Background: an optimization exercise with open tools, aiming at small area and a short achievable clock period. Do not read the settings as production practice.
The RTL was checked by simulation tests, not by an equivalence proof against the original design.
No activity file was given, so power comes from the tool's default toggle rates.

## flow/design.v

```verilog
package sync_fifo_pkg;
    localparam int DEF_WIDTH = 32;
    localparam int DEF_DEPTH = 64;
    localparam int PTR_ADDR_W = 32;
    typedef struct packed {
        logic                  wrap;
        logic [PTR_ADDR_W-1:0] addr;
    } fifo_ptr_t;
    function automatic int clog2(input int unsigned n);
        int r;
        r = 0;
        for (int i = 0; i < 32; i++) begin
            if (((n - 32'd1) >> i) != 32'd0) begin
                r = i + 1;
            end
        end
        clog2 = r;
    endfunction
    function automatic fifo_ptr_t ptr_inc(input fifo_ptr_t p, input int unsigned depth);
        fifo_ptr_t n;
        n = p;
        if (p.addr == (depth - 32'd1)) begin
            n.addr = '0;
            n.wrap = ~p.wrap;
        end else begin
            n.addr = p.addr + 32'd1;
        end
        ptr_inc = n;
    endfunction
endpackage
module sync_fifo_ram #(
    parameter int WIDTH = 32,
    parameter int DEPTH = 64,
    parameter int AW    = 6
) (
    input  logic             clk_i,
    input  logic             rst_i,
    input  logic             we_i,
    input  logic [AW-1:0]    waddr_i,
    input  logic [WIDTH-1:0] wdata_i,
    input  logic             re_i,
    input  logic [AW-1:0]    raddr_i,
    output logic [WIDTH-1:0] rdata_o
);
    logic [WIDTH-1:0] mem_q [DEPTH];
    always_ff @(posedge clk_i) begin
        if (we_i) begin
            mem_q[waddr_i] <= wdata_i;
        end
    end
    logic [WIDTH-1:0] rdata_q;
    always_ff @(posedge clk_i or posedge rst_i) begin
        if (rst_i) begin
            rdata_q <= '0;
        end else if (re_i) begin
            rdata_q <= mem_q[raddr_i];
        end
    end
    assign rdata_o = rdata_q;
endmodule
module sync_fifo #(
    parameter int WIDTH     = sync_fifo_pkg::DEF_WIDTH,
    parameter int DEPTH     = sync_fifo_pkg::DEF_DEPTH,
    parameter int AFULL_TH  = DEPTH - 4,
    parameter int AEMPTY_TH = 4
) (
    input  logic                       clk,
    input  logic                       m_rst,
    input  logic                       w_valid,
    input  logic [WIDTH-1:0]           w_data,
    output logic                       w_ready,
    input  logic                       r_valid,
    output logic [WIDTH-1:0]           r_data,
    output logic                       r_data_valid,
    output logic                       full,
    output logic                       empty,
    output logic                       almost_full,
    output logic                       almost_empty,
    output logic [sync_fifo_pkg::clog2(DEPTH):0]      level,
    output logic                       overflow,
    output logic                       underflow
);
    localparam int AW = sync_fifo_pkg::clog2(DEPTH);
    localparam logic [AW:0] AFULL_LVL  = (AW + 1)'(AFULL_TH);
    localparam logic [AW:0] AEMPTY_LVL = (AW + 1)'(AEMPTY_TH);
    sync_fifo_pkg::fifo_ptr_t wr_ptr_q;
    sync_fifo_pkg::fifo_ptr_t wr_ptr_d;
    sync_fifo_pkg::fifo_ptr_t rd_ptr_q;
    sync_fifo_pkg::fifo_ptr_t rd_ptr_d;
    logic        full_w;
    logic        empty_w;
    logic        wr_acc;
    logic        rd_acc;
    logic [AW:0] level_w;
    logic        overflow_q;
    logic        underflow_q;
    logic [WIDTH-1:0] ram_rdata;
    assign empty_w = (wr_ptr_q == rd_ptr_q);
    assign full_w  = (wr_ptr_q.wrap != rd_ptr_q.wrap) && (wr_ptr_q.addr == rd_ptr_q.addr);
    assign level_w = {wr_ptr_q.wrap, wr_ptr_q.addr[AW-1:0]}
                   - {rd_ptr_q.wrap, rd_ptr_q.addr[AW-1:0]};
    assign wr_acc = w_valid && !full_w;
    assign rd_acc = r_valid && !empty_w;
    always_comb begin
        wr_ptr_d = wr_ptr_q;
        rd_ptr_d = rd_ptr_q;
        if (wr_acc) begin
            wr_ptr_d = sync_fifo_pkg::ptr_inc(wr_ptr_q, DEPTH);
        end
        if (rd_acc) begin
            rd_ptr_d = sync_fifo_pkg::ptr_inc(rd_ptr_q, DEPTH);
        end
    end
    always_ff @(posedge clk or posedge m_rst) begin
        if (m_rst) begin
            wr_ptr_q <= '0;
            rd_ptr_q <= '0;
        end else begin
            wr_ptr_q <= wr_ptr_d;
            rd_ptr_q <= rd_ptr_d;
        end
    end
    always_ff @(posedge clk or posedge m_rst) begin
        if (m_rst) begin
            overflow_q  <= 1'b0;
            underflow_q <= 1'b0;
        end else begin
            overflow_q  <= w_valid && full_w;
            underflow_q <= r_valid && empty_w;
        end
    end
    sync_fifo_ram #(
        .WIDTH (WIDTH),
        .DEPTH (DEPTH),
        .AW    (AW)
    ) u_ram (
        .clk_i   (clk),
        .rst_i   (m_rst),
        .we_i    (wr_acc),
        .waddr_i (wr_ptr_q.addr[AW-1:0]),
        .wdata_i (w_data),
        .re_i    (rd_acc),
        .raddr_i (rd_ptr_q.addr[AW-1:0]),
        .rdata_o (ram_rdata)
    );
    logic r_data_valid_q;
    always_ff @(posedge clk or posedge m_rst) begin
        if (m_rst) begin
            r_data_valid_q <= 1'b0;
        end else begin
            r_data_valid_q <= rd_acc;
        end
    end
    assign r_data_valid = r_data_valid_q;
    assign r_data       = ram_rdata;
    assign w_ready      = !full_w;
    assign full         = full_w;
    assign empty        = empty_w;
    assign level        = level_w;
    assign almost_full  = (level_w >= AFULL_LVL);
    assign almost_empty = (level_w <= AEMPTY_LVL);
    assign overflow     = overflow_q;
    assign underflow    = underflow_q;
endmodule
```

## flow/run.sh

```bash
#!/bin/bash
# synth_recipe.tcl (not shown) runs the flow's synth.tcl, then flattens the netlist and writes it again
# the make line also repeats each setting of config.mk as NAME=value (left out here)
make -C /OpenROAD-flow-scripts/flow DESIGN_CONFIG=/design/flow/config.mk WORK_HOME=/design/flow/orfs CLKGATE_MAP_FILE= SYNTH_SCRIPT=/design/flow/synth_recipe.tcl finish
```

## flow/constraint.sdc

```tcl
create_clock -name core_clock -period 4.5 [get_ports {clk}]
set_input_delay 0.9000 -clock core_clock [delete_from_list [all_inputs] [get_ports {clk}]]
set_output_delay 0.9000 -clock core_clock [all_outputs]
set_load 0.01 [all_outputs]
```

## flow/config.mk

```make
export PLATFORM = sky130hd
export DESIGN_NAME = sync_fifo
export DESIGN_NICKNAME = sync_fifo
export VERILOG_FILES = /design/flow/design.v
export SDC_FILE = /design/flow/constraint.sdc
export NUM_CORES = 4
export LEC_CHECK = 0
export CAP_MARGIN = 20
export CORE_MARGIN = 2
export CORE_UTILIZATION = 40
export SLEW_MARGIN = 20
```

==> results.toml <==
[cts]
clock_insertion_delay_worst_skew_ns = 0.86
post-cts-setup-buffers = 0
cts.sinks = 2149
cts_buffers = 212
cts_root_buf = "clkbuf_16"
cts_tree = "done"
htree_num_levels = 4
clk_transition_reported_paths_ns = 0.06
clock_path_buffers = 3
cts_hold_repair.buffers = 0

[global_route]
number_of_antenna_violations_at_the_first_check_in_global_routing = 12
grt_start_max_net_pins = 140
gr_overflow_total = 0
first_pass_grt_wire_length_um = 306000
via_count_of_the_first_global_routing_pass = 43100
global_route.usage.total_pct = 19.5

[timing]
worst-slew-pin-transition_ns = 1.16
worst_hold_slack_ns = 0.346
hold_viol_final = 0
final_min_period_over_clock_period_pct = 96.6
timing.max_slew.rel_slack_pct = 22.5
unrepaired_setup_endpoints_after_global_routing = "false"
setup-violations-final = 0
finalCriticalPeriod_ns = 4.35
skew_ns = 0.0525
max_freq_mhz = 230
timing_max_transition_violations_final = 0

[synth]
synth_top_family_by_area = "multiplexers"
yosys_warnings = 2
synth_cells = 4646
synth_xor_area_share_pct = 0.820
synth_edf_count = 2048
ys_async_rst_share_pct = 4.70
yosysSeqAreaShare_pct = 76.1
complex_gate_fraction_of_the_synthesized_area_pct = 4.61
syn-mean-instance-area_um2 = 18.1
netlist_top_cells_area = "edfxtp_1 73%, mux2i_1 6.9%, mux4_2 5.1%, dfrtp_1 3.0%, a22oi_1 1.7%"
synth_top_cell_area_share_pct = 73.1
synth_largest_area_cell = "edfxtp_1"
synth_mux_area_share_pct = 12.0
synthDistinctLibCells = 62
post_synth_net_total = 4691
synth_area_mm2 = 0.0841
yosysMostFrequentCell = "edfxtp_1"
simple_gate_fraction_of_synth_area_pct = 4.62
adder_and_majority_gate_portion_of_the_synthesized_area_pct = 0.143
ys.flop_type = "edfxtp_1"
count_of_state_elements_after_synthesis = 2149
synth_common_cells = "2048 x edfxtp_1, 576 x mux2i_1, 226 x nand2_1"

[power]
power.share.sequential_pct = 44.4
vdd_drop_max_mv = 0.486
switching_fraction_of_total_power_pct = 29.5
power_frac_clock_pct = 32.7
power.switching_mw = 15.3
power_frac_comb_pct = 23.0
cell_internal_pwr_mw = 36.6
powerDensity_mw_per_mm2 = 543
p_leak_nw = 31.0

[die]
io_pins = 83
floorplan_die_width_um = 462
placeableCoreArea_mm2 = 0.209
fp.dieArea_mm2 = 0.214
dieHeight_um = 462
initial_core_util_pct = 40.2
placementRows = 168

[worst_setup_path]
critical-path-max-stage-delay_ns = 0.53
path_buf_inv = 3
timing.critical_path.required_ns = 3.60
critPathArrivalTime_ns = 3.45
crit_path_max_fanout = 4
worstPathCellList = "inv_2 -> ha_1 -> nor2b_1 -> o21ai_1 -> a21boi_1 -> or2_2 -> o311ai_1 -> buf_4 -> clkdlybuf4s50_1"
critical_path.top_delay_family = "buffers and inverters"
critical-path-slowest-cell = "clkdlybuf4s50_1"
critPathCaptureType = "primary output"
critPathKind = "reg2out"
worstSetupStartpointType = "flip-flop"

[cells_and_area]
multi_input_comb_area_mm2 = 0.0193
seq_area_mm2 = 0.0640
fraction_of_final_layout_cells_sized_beyond_drive_strength_1_pct = 15.7
final_net_count = 4878
num-fill-cells = 17800
layoutNonFillerInstCount = 7815
area_delta_synth_final_pct = 13.8

[route]
route.met3.wl_um = 15400
detail_route.wirelength.met1_um = 91400
drc_errors = 0
top_layer_used = "met4"
routed_via_density = 5.59
detailroute.via_count = 43700
finalWirelength_um = 213000
first_pass_iters = 5
drt-initial-drc-count = 4690
ant_nets = 0
routedWlPerCell_um = 27.2
met2_routed_wl_um = 102000

[placement]
dp_hpwl_um = 126000
placement.io_buffers = 82
globalplace.congestion = 0.824
dpl.cell_count = 7424

[run]
drv.max_cap_violation_count = 0

[worst_hold_path]
type_of_the_worst_min_delay_path = "in2reg"

[status]
status = "timing/DRC/antenna clean"
[path summary, 6_finish.rpt]
kind,from,to,slack [ns],depth (start not counted)
max,rd_ptr_q[2],level[6],0.15,9
min,w_data[24],u_ram.mem_q[54][24],0.35,1
max reg2reg,rd_ptr_q[1],u_ram.rdata_q[13],0.47,8
min reg2reg,rd_ptr_q[31],rd_ptr_q[31],0.52,1
max in group asynchronous,m_rst,wr_ptr_q[9],3.19,3
min in group asynchronous,m_rst,overflow_q,0.43,2
[worst reg2reg max path, stage by stage, from the launching register on]
cell	delay [ns]
dfrtp_4	0.45
buf_12	0.53
buf_12	0.91
buf_4	0.67
mux2i_1	0.18
a22oi_1	0.29
nand4_1	0.11
or3_1	0.58
a31oi_1	0.24
[state kept, by name, summed over array words and instances (netlist names)]
register and flops:
u_ram.mem_q 2048, underflow_q 1, r_data_valid_q 1, wr_ptr_q 33, u_ram.rdata_q 32, overflow_q 1
rd_ptr_q 33
[per-layer routing]
metal | up-vias | global-route usage, %
met5 | - | 0
met4 | 0 | 4.15
met3 | 254 | 3.73
met2 | 1557 | 31.4
met1 | 22900 | 27.6
li1 | 19000 | -
[what timing repair did]
action,CTS,global route
pin swaps,0,2
endpoints found under the hold margin,0,0
endpoints found under the setup margin,3,1
resized for setup,6,5
[per-stage QoR]
step	setup WS [ns]	TNS (ns)	total power, mW	area, um2	utilization, %
floorplan	-0.252	-41.51	30.7	84100	-
global placement	0.423	0	35.3	89000	42.5
detailed placement	0.403	0	35.4	89000	42.5
CTS	0.00274	0	52.3	95700	45.7
global route	0.0575	0	53.8	95700	45.7
finish	0.153	0	52.0	95700	45.7
[logic make-up after synthesis]
kind of cell | after synthesis
buf+inv | 300
flops | 2149
xor+xnor | 77
mux | 770
fa+ha+maj | 9
compound gates | 563
simple gates | 778
[cell type report]
type | count | share of cell area (%)
antenna | 4 | 0.0105
tap | 2805 | 3.67
inverter | 17 | 0.0732
timing repair buffer | 256 | 2.22
clock inverter | 94 | 0.986
clock buffer | 293 | 5.97
multi-input combinational | 2197 | 20.2
sequential | 2149 | 66.9
[power by group through the flow]
stage / Sequential [mW] / Clock, mW / Combinational, mW
3_5_place_dp: 23.5 / 0 / 12.0
3_3_place_gp: 23.5 / 0 / 11.9
4_1_cts: 23.1 / 17.3 / 12.0
5_1_grt: 23.1 / 18.1 / 12.7
2_1_floorplan: 23.3 / 0 / 7.43
6_report: 23.1 / 17.0 / 11.9
[layout by cell type (no fill, tap or decap), types with 52 or more instances in the layout]
cell type / count
mux2i_1: 576
dfrtp_1: 96
nand4_1: 65
a211oi_1: 64
clkbuf_16: 213
nand2_1: 226
nor2_1: 54
buf_4: 162
mux4_2: 192
clkbuf_1: 72
nor2b_1: 67
a22oi_1: 192
nand3_1: 122
a21oi_1: 139
nor2_4: 62
edfxtp_1: 2048
xnor2_1: 52

separate check: timing with driven ports:
The results above use ideal ports. As a check the final layout listed here was re-extracted and re-timed, cells and wires unchanged.
Step 1 (the two cells are an assumption about what drives the block):
set clk [get_ports {clk}]
set_driving_cell -lib_cell sky130_fd_sc_hd__clkbuf_16 $clk
set_driving_cell -lib_cell sky130_fd_sc_hd__buf_2 [delete_from_list [all_inputs] $clk]
Step 2 times the ports against the registers' clock, not the clock port: input delays grow and output delays shrink by t, the midpoint of the rising clock arrivals with the driver on.
Slacks: no drivers / after step 1 / after step 2; pairs: no drivers / after step 1.
shift t [ns]: 0.919
setup slack, ns: 0.153 / 0.067 / 0.414
worst setup path at the end: input to register
worst register clock-pin slew, ns: 0.06 / 0.06
worst data-port slew with drivers (ns): 0.10
After both steps setup and hold are still met in this run. The setup slack of this run moves by -0.086 ns with the drivers and by +0.261 ns with both steps.
